Background: an optimization exercise with open tools, aiming at small area. Do not read the settings as production practice. In this exercise RTL edits were held to simulation tests only and were not proved equivalent to the original. Power and IR drop assume default switching activity.

--- design/flow/design.v ---
package scc_pkg;
    localparam int NUM_CH     = 3;
    localparam int WAVE_DEPTH = 32;
    localparam int WAVE_AW    = 5;
    localparam int FREQ_W     = 12;
    localparam int VOL_W      = 4;
    localparam int SAMPLE_W   = 8;
    localparam int MIX_W      = 10;
    localparam int MUL_STEPS  = 8;
    localparam logic [2:0] REG_REGION = 3'b100;
    localparam logic [7:0] FREQ_BASE = 8'h80;
    localparam logic [7:0] VOL_BASE  = 8'h8A;
    localparam logic [7:0] MUTE_ADDR = 8'h8F;
    typedef logic signed [SAMPLE_W-1:0] wave_sample_t;
    typedef logic [FREQ_W-1:0] freq_t;
    typedef logic [VOL_W-1:0] vol_t;
    typedef struct packed {
        logic [2:0]         voice;
        logic [WAVE_AW-1:0] index;
    } wave_addr_t;
    typedef struct packed {
        logic [2:0] region;
        logic       unused;
        logic [3:0] regnum;
    } reg_addr_t;
    typedef union packed {
        wave_addr_t wave;
        reg_addr_t  regs;
    } scc_addr_u;
endpackage
`timescale 1ns/1ps
import scc_pkg::*;
module scc_regs
(
    input  logic               emuclk,
    input  logic               rst_n,
    input  logic               i_cs_n,
    input  logic               i_wr_n,
    input  logic               i_rd_n,
    input  logic [7:0]         i_addr,
    input  logic [7:0]         i_data,
    input  logic [NUM_CH-1:0][SAMPLE_W-1:0] i_ram_rdata,
    output logic [7:0]         o_data,
    output logic [NUM_CH-1:0]  o_ram_we,
    output logic [WAVE_AW-1:0] o_ram_waddr,
    output scc_pkg::wave_sample_t       o_ram_wdata,
    output logic [NUM_CH-1:0][FREQ_W-1:0] o_freq,
    output logic [NUM_CH-1:0][VOL_W-1:0] o_vol,
    output logic [NUM_CH-1:0]  o_enable,
    output logic [NUM_CH-1:0]  o_freq_load
);
    scc_pkg::scc_addr_u         addr;
    logic              wr_en;
    logic              rd_en;
    logic              reg_wr;
    logic [NUM_CH-1:0] freq_lo_wr;
    logic [NUM_CH-1:0] freq_hi_wr;
    logic [NUM_CH-1:0] vol_wr;
    logic              mute_wr;
    assign addr   = i_addr;
    assign wr_en  = ~i_cs_n & ~i_wr_n;
    assign rd_en  = ~i_cs_n & ~i_rd_n;
    assign reg_wr = wr_en & (addr.regs.region == REG_REGION);
    always_comb begin
        for (int n = 0; n < NUM_CH; n++) begin
            o_ram_we[n]   = wr_en & (addr.wave.voice == 3'(n));
            freq_lo_wr[n] = reg_wr & (addr.regs.regnum == FREQ_BASE[3:0] + 4'(2 * n));
            freq_hi_wr[n] = reg_wr & (addr.regs.regnum == FREQ_BASE[3:0] + 4'(2 * n + 1));
            vol_wr[n]     = reg_wr & (addr.regs.regnum == VOL_BASE[3:0] + 4'(n));
        end
    end
    assign mute_wr     = reg_wr & (addr.regs.regnum == MUTE_ADDR[3:0]);
    assign o_ram_waddr = addr.wave.index;
    assign o_ram_wdata = i_data;
    always_comb begin
        o_data = '0;
        for (int n = 0; n < NUM_CH; n++) begin
            if (rd_en && addr.wave.voice == 3'(n)) begin
                o_data = i_ram_rdata[n];
            end
        end
    end
    always_ff @(posedge emuclk or negedge rst_n) begin
        if (!rst_n) begin
            for (int n = 0; n < NUM_CH; n++) begin
                o_freq[n] <= '0;
                o_vol[n]  <= '0;
            end
            o_enable    <= '0;
            o_freq_load <= '0;
        end else begin
            for (int n = 0; n < NUM_CH; n++) begin
                if (freq_lo_wr[n]) begin
                    o_freq[n][7:0] <= i_data;
                end
                if (freq_hi_wr[n]) begin
                    o_freq[n][FREQ_W-1:8] <= i_data[3:0];
                end
                if (vol_wr[n]) begin
                    o_vol[n] <= i_data[VOL_W-1:0];
                end
            end
            o_freq_load <= freq_lo_wr | freq_hi_wr;
            if (mute_wr) begin
                o_enable <= i_data[NUM_CH-1:0];
            end
        end
    end
endmodule
`timescale 1ns/1ps
import scc_pkg::*;
module scc_wave_ram
(
    input  logic               emuclk,
    input  logic               rst_n,
    input  logic               i_we,
    input  logic [WAVE_AW-1:0] i_waddr,
    input  scc_pkg::wave_sample_t       i_wdata,
    input  logic [WAVE_AW-1:0] i_play_addr,
    output scc_pkg::wave_sample_t       o_play_data,
    output scc_pkg::wave_sample_t       o_cpu_data
);
    scc_pkg::wave_sample_t mem [WAVE_DEPTH];
    always_ff @(posedge emuclk or negedge rst_n) begin
        if (!rst_n) begin
            for (int n = 0; n < WAVE_DEPTH; n++) begin
                mem[n] <= '0;
            end
        end else if (i_we) begin
            mem[i_waddr] <= i_wdata;
        end
    end
    assign o_play_data = mem[i_play_addr];
    assign o_cpu_data = mem[i_waddr];
endmodule
`timescale 1ns/1ps
import scc_pkg::*;
module scc_voice
(
    input  logic               emuclk,
    input  logic               rst_n,
    input  scc_pkg::freq_t              i_freq,
    input  logic               i_freq_load,
    input  scc_pkg::vol_t               i_vol,
    input  logic               i_enable,
    input  scc_pkg::wave_sample_t       i_wave,
    output logic [WAVE_AW-1:0] o_play_addr,
    output scc_pkg::wave_sample_t       o_sample
);
    scc_pkg::freq_t                            cnt;
    logic                             tick;
    scc_pkg::vol_t                             vol_lat;
    logic                             wave_pend;
    logic                             busy;
    logic [2:0]                       step;
    logic                             last_step;
    logic [SAMPLE_W-1:0]              wave_sh;
    logic signed [SAMPLE_W+VOL_W-1:0] addend;
    logic signed [SAMPLE_W+VOL_W-1:0] acc;
    logic signed [SAMPLE_W+VOL_W-1:0] acc_next;
    assign tick = (cnt == '0) && !i_freq_load;
    assign last_step = (step == 3'(MUL_STEPS - 1));
    always_ff @(posedge emuclk or negedge rst_n) begin
        if (!rst_n) begin
            cnt         <= '0;
            o_play_addr <= '0;
            vol_lat     <= '0;
            wave_pend   <= 1'b0;
            busy        <= 1'b0;
            step        <= '0;
            o_sample    <= '0;
        end else begin
            if (i_freq_load || tick) begin
                cnt <= i_freq;
            end else begin
                cnt <= cnt - 1'b1;
            end
            if (tick) begin
                o_play_addr <= o_play_addr + 1'b1;
                vol_lat     <= i_vol;
            end
            wave_pend <= tick;
            if (tick) begin
                busy <= 1'b0;
            end else if (wave_pend) begin
                busy <= 1'b1;
                step <= '0;
            end else if (busy) begin
                step <= step + 1'b1;
                if (last_step) begin
                    busy <= 1'b0;
                end
            end
            if (!i_enable) begin
                o_sample <= '0;
            end else if (busy && last_step) begin
                o_sample <= acc_next[SAMPLE_W+VOL_W-1:VOL_W];
            end
        end
    end
    always_comb begin
        acc_next = acc;
        if (wave_sh[0]) begin
            if (last_step) begin
                acc_next = acc - addend;
            end else begin
                acc_next = acc + addend;
            end
        end
    end
    always_ff @(posedge emuclk) begin
        if (wave_pend) begin
            wave_sh <= i_wave;
            addend  <= {{SAMPLE_W{1'b0}}, vol_lat};
            acc     <= '0;
        end else if (busy) begin
            wave_sh <= wave_sh >> 1;
            addend  <= addend <<< 1;
            acc     <= acc_next;
        end
    end
endmodule
`timescale 1ns/1ps
import scc_pkg::*;
module scc_mixer
(
    input  logic                    emuclk,
    input  logic                    rst_n,
    input  logic [NUM_CH-1:0][SAMPLE_W-1:0] i_samples,
    output logic signed [MIX_W-1:0] o_sound
);
    logic signed [MIX_W-1:0] sum;
    always_comb begin
        sum = '0;
        for (int n = 0; n < NUM_CH; n++) begin
            sum = sum + MIX_W'($signed(i_samples[n]));
        end
    end
    always_ff @(posedge emuclk or negedge rst_n) begin
        if (!rst_n) begin
            o_sound <= '0;
        end else begin
            o_sound <= sum;
        end
    end
endmodule
`timescale 1ns/1ps
import scc_pkg::*;
module scc_top
(
    input  logic                    emuclk,
    input  logic                    rst_n,
    input  logic                    i_cs_n,
    input  logic                    i_wr_n,
    input  logic                    i_rd_n,
    input  logic [7:0]              i_addr,
    input  logic [7:0]              i_data,
    output logic [7:0]              o_data,
    output logic signed [MIX_W-1:0] o_sound
);
    logic [NUM_CH-1:0]  ram_we;
    logic [WAVE_AW-1:0] ram_waddr;
    scc_pkg::wave_sample_t       ram_wdata;
    logic [NUM_CH-1:0][SAMPLE_W-1:0] ram_rdata;
    logic [NUM_CH-1:0][FREQ_W-1:0] freq;
    logic [NUM_CH-1:0][VOL_W-1:0] vol;
    logic [NUM_CH-1:0]  enable;
    logic [NUM_CH-1:0]  freq_load;
    logic [NUM_CH-1:0][WAVE_AW-1:0] play_addr;
    logic [NUM_CH-1:0][SAMPLE_W-1:0] play_data;
    logic [NUM_CH-1:0][SAMPLE_W-1:0] samples;
    scc_regs u_regs (
        .emuclk      (emuclk),
        .rst_n       (rst_n),
        .i_cs_n      (i_cs_n),
        .i_wr_n      (i_wr_n),
        .i_rd_n      (i_rd_n),
        .i_addr      (i_addr),
        .i_data      (i_data),
        .i_ram_rdata (ram_rdata),
        .o_data      (o_data),
        .o_ram_we    (ram_we),
        .o_ram_waddr (ram_waddr),
        .o_ram_wdata (ram_wdata),
        .o_freq      (freq),
        .o_vol       (vol),
        .o_enable    (enable),
        .o_freq_load (freq_load)
    );
    for (genvar n = 0; n < NUM_CH; n++) begin : g_voice
        scc_wave_ram u_ram (
            .emuclk      (emuclk),
            .rst_n       (rst_n),
            .i_we        (ram_we[n]),
            .i_waddr     (ram_waddr),
            .i_wdata     (ram_wdata),
            .i_play_addr (play_addr[n]),
            .o_play_data (play_data[n]),
            .o_cpu_data  (ram_rdata[n])
        );
        scc_voice u_voice (
            .emuclk      (emuclk),
            .rst_n       (rst_n),
            .i_freq      (freq[n]),
            .i_freq_load (freq_load[n]),
            .i_vol       (vol[n]),
            .i_enable    (enable[n]),
            .i_wave      (play_data[n]),
            .o_play_addr (play_addr[n]),
            .o_sample    (samples[n])
        );
    end
    scc_mixer u_mixer (
        .emuclk    (emuclk),
        .rst_n     (rst_n),
        .i_samples (samples),
        .o_sound   (o_sound)
    );
endmodule
--- design/flow/run.sh ---
#!/bin/bash
# synth_recipe.tcl (not shown) runs the flow's synth.tcl, then flattens the netlist and writes it again
# the make line also repeats each setting of config.mk as NAME=value (left out here)
make -C /OpenROAD-flow-scripts/flow DESIGN_CONFIG=/design/flow/config.mk WORK_HOME=/design/flow/orfs CLKGATE_MAP_FILE= SYNTH_SCRIPT=/design/flow/synth_recipe.tcl finish
--- design/flow/config.mk ---
export PLATFORM = sky130hd
export DESIGN_NAME = scc_top
export DESIGN_NICKNAME = scc_top
export VERILOG_FILES = /design/flow/design.v
export SDC_FILE = /design/flow/constraint.sdc
export NUM_CORES = 4
export LEC_CHECK = 0
export CAP_MARGIN = 20
export CORE_MARGIN = 2
export CORE_UTILIZATION = 40
export SLEW_MARGIN = 20
--- design/flow/constraint.sdc ---
create_clock -name core_clock -period 15.0 [get_ports {emuclk}]
set_input_delay 3.0000 -clock core_clock [delete_from_list [all_inputs] [get_ports {emuclk}]]
set_output_delay 3.0000 -clock core_clock [all_outputs]
set_load 0.01 [all_outputs]
==> metrics.csv <==
stage,metric,value,unit
run_status,status,timing/DRC/antenna clean,
detailed_routing,"antenna viol nets, final",0,
yosys,Synth Area in Simple Gates,10.12,%
global_route,via count of the first global-routing pass,42758,
power_and_ir_drop,VDD IR-drop max,0.00008990,V
cells_and_area,share of cells above drive strength 1,26.39,%
clock_tree,H-Tree Depth,3,
clock_tree,Setup Buffers After CTS,0,
sta,period utilization,72.23,%
clock_tree,hold buffer count at CTS,0,
yosys,ys flop type,dfrtp_1,
sta,Hold Slack,0.4627,ns
yosys,post-synthesis cell area,53040,um2
yosys,Syn Nets,4787,
clock_tree,CTS Root Cell,clkbuf_16,
clock_tree,clock sinks,1030,
floorplanning,FP Rows,133,
sta,post-route clock skew,0.03936,ns
detailed_routing,drt via density,6.790,
sta,worst-margin pin slew,1.197,ns
sta,Final Hold Fails,0,
global_route,total gr overflow,0,
yosys,xor/xnor share of the synthesized area,1.521,%
yosys,Yosys cell types,95,
detailed_routing,Vias,43889,
place,GPL Wtd Cong,1.062,
cells_and_area,Multi-input gate area,25800,um2
worst_hold_path,HP Class,reg -> reg,
job,max_cap viols,0,
detailed_routing,final WL,249900,um
yosys,Mapped Avg Cell Area,11.33,um2
cells_and_area,"commonest cells after routing, fill and taps aside","933 x dfrtp_1, 857 x mux2_2, 347 x nand2_1",
yosys,Seq cells post-synth,1030,
sta,RSZ-0062 raised after global routing,false,
global_route,largest net degree at the start of global routing,153,
critical_path,WS Path Type,in -> out,
sta,setup tns final,0,ns
clock_tree,CTS resizes,0,
floorplanning,die width,368.2,um
critical_path,Required @ worst endpoint,12.00,ns
place,DPL Wire Length,180400,um
detailed_routing,1st-iter DRT viols,6761,
global_route,GR Util All Layers,36.31,%
yosys,Syn Inst Count,4683,
cells_and_area,layout filler cell count,12227,
cells_and_area,area overhead of the layout relative to synthesis,11.29,%
floorplanning,Die Ht,368.2,um
critical_path,startpoint type of the worst setup path,primary input,
global_route,global-route wire length before repair,347100,um
clock_tree,"CTS clk-pin slew, worst paths",0.06,ns
place,DP Worst Slack,4.441,ns
yosys,largest family of logic cells by synthesized area,multiplexers,
sta,max-slew violation count,0,
clock_tree,CTS tree,yes,
yosys,number of synthesized flops with an enable pin,36,
detailed_routing,DR pass1 iterations,10,
place,IO buf count,38,
sta,fin worst setup slack,4.165,ns
sta,Fmax,92.29,MHz
clock_tree,Longest Clk Path Bufs,3,
critical_path,critical path capture point type,output pin,
critical_path,"Max FO, Critical Path",29,
cells_and_area,register area,25660,um2
yosys,mux share of post-synthesis cell area,19.57,%
critical_path,data arrival time of the critical path,7.83,ns
yosys,Compound-Gate Fraction of Synth Area,14.95,%
sta,# setup viols final,0,
clock_tree,Skew-Pair Late Insertion Delay,0.77,ns
cells_and_area,Final Util,44.90,%
yosys,"Warnings, synthesis",5,
clock_tree,CTS Buf Count,112,
sta,post-route minimum period,10.83,ns
yosys,Adder-Cell Fraction of Synth Area,2.128,%
power_and_ir_drop,PD cells,142.3,nW/um2
floorplanning,die area,135500,um2
cells_and_area,"commonest non-fill, non-tap cell in the layout",dfrtp_1,
global_route,initial antenna violation count,13,
floorplanning,core area,131500,um2
power_and_ir_drop,leakage,26.84,nW
floorplanning,Starting Density,40.35,%
yosys,Synth async-reset ratio,90.68,%
sta,Slew headroom,20.00,%
detailed_routing,number of remaining DRC errors,0,
power_and_ir_drop,Pwr Total,8.403,mW
floorplanning,I/O Pins,39,
yosys,sequential share of the synthesized area,48.37,%
detailed_routing,routed len/inst,38.66,um
cells_and_area,Layout Nets,4716,
==> state kept, by name, summed over array words and instances, names as in the netlist <==
register	cells
g_voice.u_voice.step	9
g_voice.u_ram.mem	768
g_voice.u_voice.wave_pend	3
u_mixer.o_sound	10
g_voice.u_voice.wave_sh	24
g_voice.u_voice.cnt	36
g_voice.u_voice.o_play_addr	15
g_voice.u_voice.vol_lat	12
u_regs.o_vol	12
g_voice.u_voice.acc	36
u_regs.o_freq	36
g_voice.u_voice.busy	3
u_regs.o_freq_load	3
u_regs.o_enable	3
g_voice.u_voice.addend	36
g_voice.u_voice.o_sample	24
==> critical path, stage by stage <==
cell,delay [ns]
clkdlybuf4s50_1,0.46
buf_4,0.34
nand2b_1,0.57
nor2_4,0.27
buf_4,0.31
a22o_1,0.26
a221oi_1,0.44
nand3_1,0.15
nor4_1,0.80
o221ai_1,0.54
clkdlybuf4s50_1,0.62
==> cell type report <==
cell class / instances / share of cell area (%)
Antenna cell: 6 / 0.02543
Timing Repair Buffer: 164 / 2.232
Sequential cell: 1030 / 43.46
Multi-Input combinational cell: 3226 / 43.70
Clock inverter: 45 / 0.8648
Clock buffer: 160 / 5.498
Inverter: 78 / 0.4960
Tap cell: 1755 / 3.720
==> layer usage <==
metal	vias up	share of wire (%)	track usage (%)
met3	914	10	9.584
met4	16	7.8	22.17
met1	22395	40	48.54
li1	17631	-	-
met2	2933	42	52.36
met5	-	0.072	0.4630
==> path summary, 6_finish.rpt <==
| path | to | start | depth (start not counted) | slack (ns) |
|---|---|---|---|---|
| setup reg to reg | g_voice[2].u_voice.wave_sh[3] | g_voice[2].u_voice.o_play_addr[0] | 10 | 10.70 |
| hold / removal | g_voice[2].u_voice.vol_lat[3] | u_regs.o_vol[11] | 2 | 0.46 |
| setup / recovery | o_data[5] | i_addr[0] | 11 | 4.17 |
| hold reg to reg | g_voice[2].u_voice.vol_lat[3] | u_regs.o_vol[11] | 2 | 0.46 |
| max in group asynchronous | g_voice[0].u_ram.mem[25][6] | rst_n | 4 | 9.77 |
| min in group asynchronous | u_regs.o_freq[8] | rst_n | 1 | 2.23 |
==> where the power goes <==
part	leakage [nW]	internal [mW]	switching, mW	total [mW]
clock network	1.84	1.64	1.22	2.86
logic	11.3	0.796	1.39	2.19
registers	13.7	3.06	0.298	3.36
total	26.8	5.50	2.91	8.40
==> through the flow <==
stage	instance area, um2	instances
floorplan	53040	4683
global placement	55250	6253
detailed placement	55260	6253
CTS	59010	6458
global route	59020	6459
finish	59030	6464
==> Yosys cell counts, types with 23 or more instances <==
master / count / area (um2)
a21oi_1: 122 / 610.6
nand3_1: 91 / 455.4
dfrtp_1: 934 / 23370
mux2i_1: 72 / 720.7
and3_1: 31 / 193.9
xnor2_1: 71 / 621.9
a221oi_1: 102 / 893.4
buf_2: 79 / 395.4
dfxtp_1: 60 / 1201
and2_1: 23 / 143.9
ha_1: 71 / 888.4
a32oi_1: 38 / 332.8
a222oi_1: 47 / 470.5
a31oi_1: 31 / 193.9
inv_1: 77 / 289.0
a22oi_1: 330 / 2477
clkbuf_1: 243 / 912.1
mux2_2: 857 / 9651
nand4_1: 81 / 506.7
nor4_1: 23 / 143.9
a22o_1: 106 / 928.4
nand2_1: 347 / 1303
nor2b_1: 42 / 262.8
a32o_1: 26 / 260.3
nor3_1: 87 / 435.4
nor2_1: 207 / 777.0
edfxtp_1: 36 / 1081
o21ai_0: 98 / 490.5
==> cell families (layout without fill, tap and decap cells) <==
| kind of cell | count (synthesis) | in the layout |
|---|---|---|
| AO/OA/AOI/OAI | 1054 | 1054 |
| XOR/XNOR | 90 | 90 |
| adder cells (fa/ha/maj) | 83 | 83 |
| buffers and inverters | 427 | 447 |
| flip-flops | 1030 | 1030 |
| multiplexers | 930 | 930 |
| other | 0 | 6 |
| AND/OR/NAND/NOR | 1069 | 1069 |

## re-timing with driven ports
The results above use ideal ports. As a check the final layout listed here was re-extracted and re-timed, cells and wires unchanged.
Step 1 sets driving cells, clkbuf_16 on the clock port and buf_2 on the other inputs (assumed; they add their load-dependent delay and slew).
Step 2 moves the port delays by t, midway between the first and last clock arrival at a register: inputs arrive t later, outputs are due t later. That takes back most of the time a late clock gives input paths.
a / b / c = no drivers / after step 1 / after step 2; a / b = the first two.
t, ns: 0.842
setup WS [ns]: 4.165 / 4.139 / 4.139
clock arrival spread, ns: 0.047 / 0.046
After both steps setup and hold are still met in this run. The setup slack of this run moves by -0.026 ns with the drivers and by -0.026 ns with both steps.
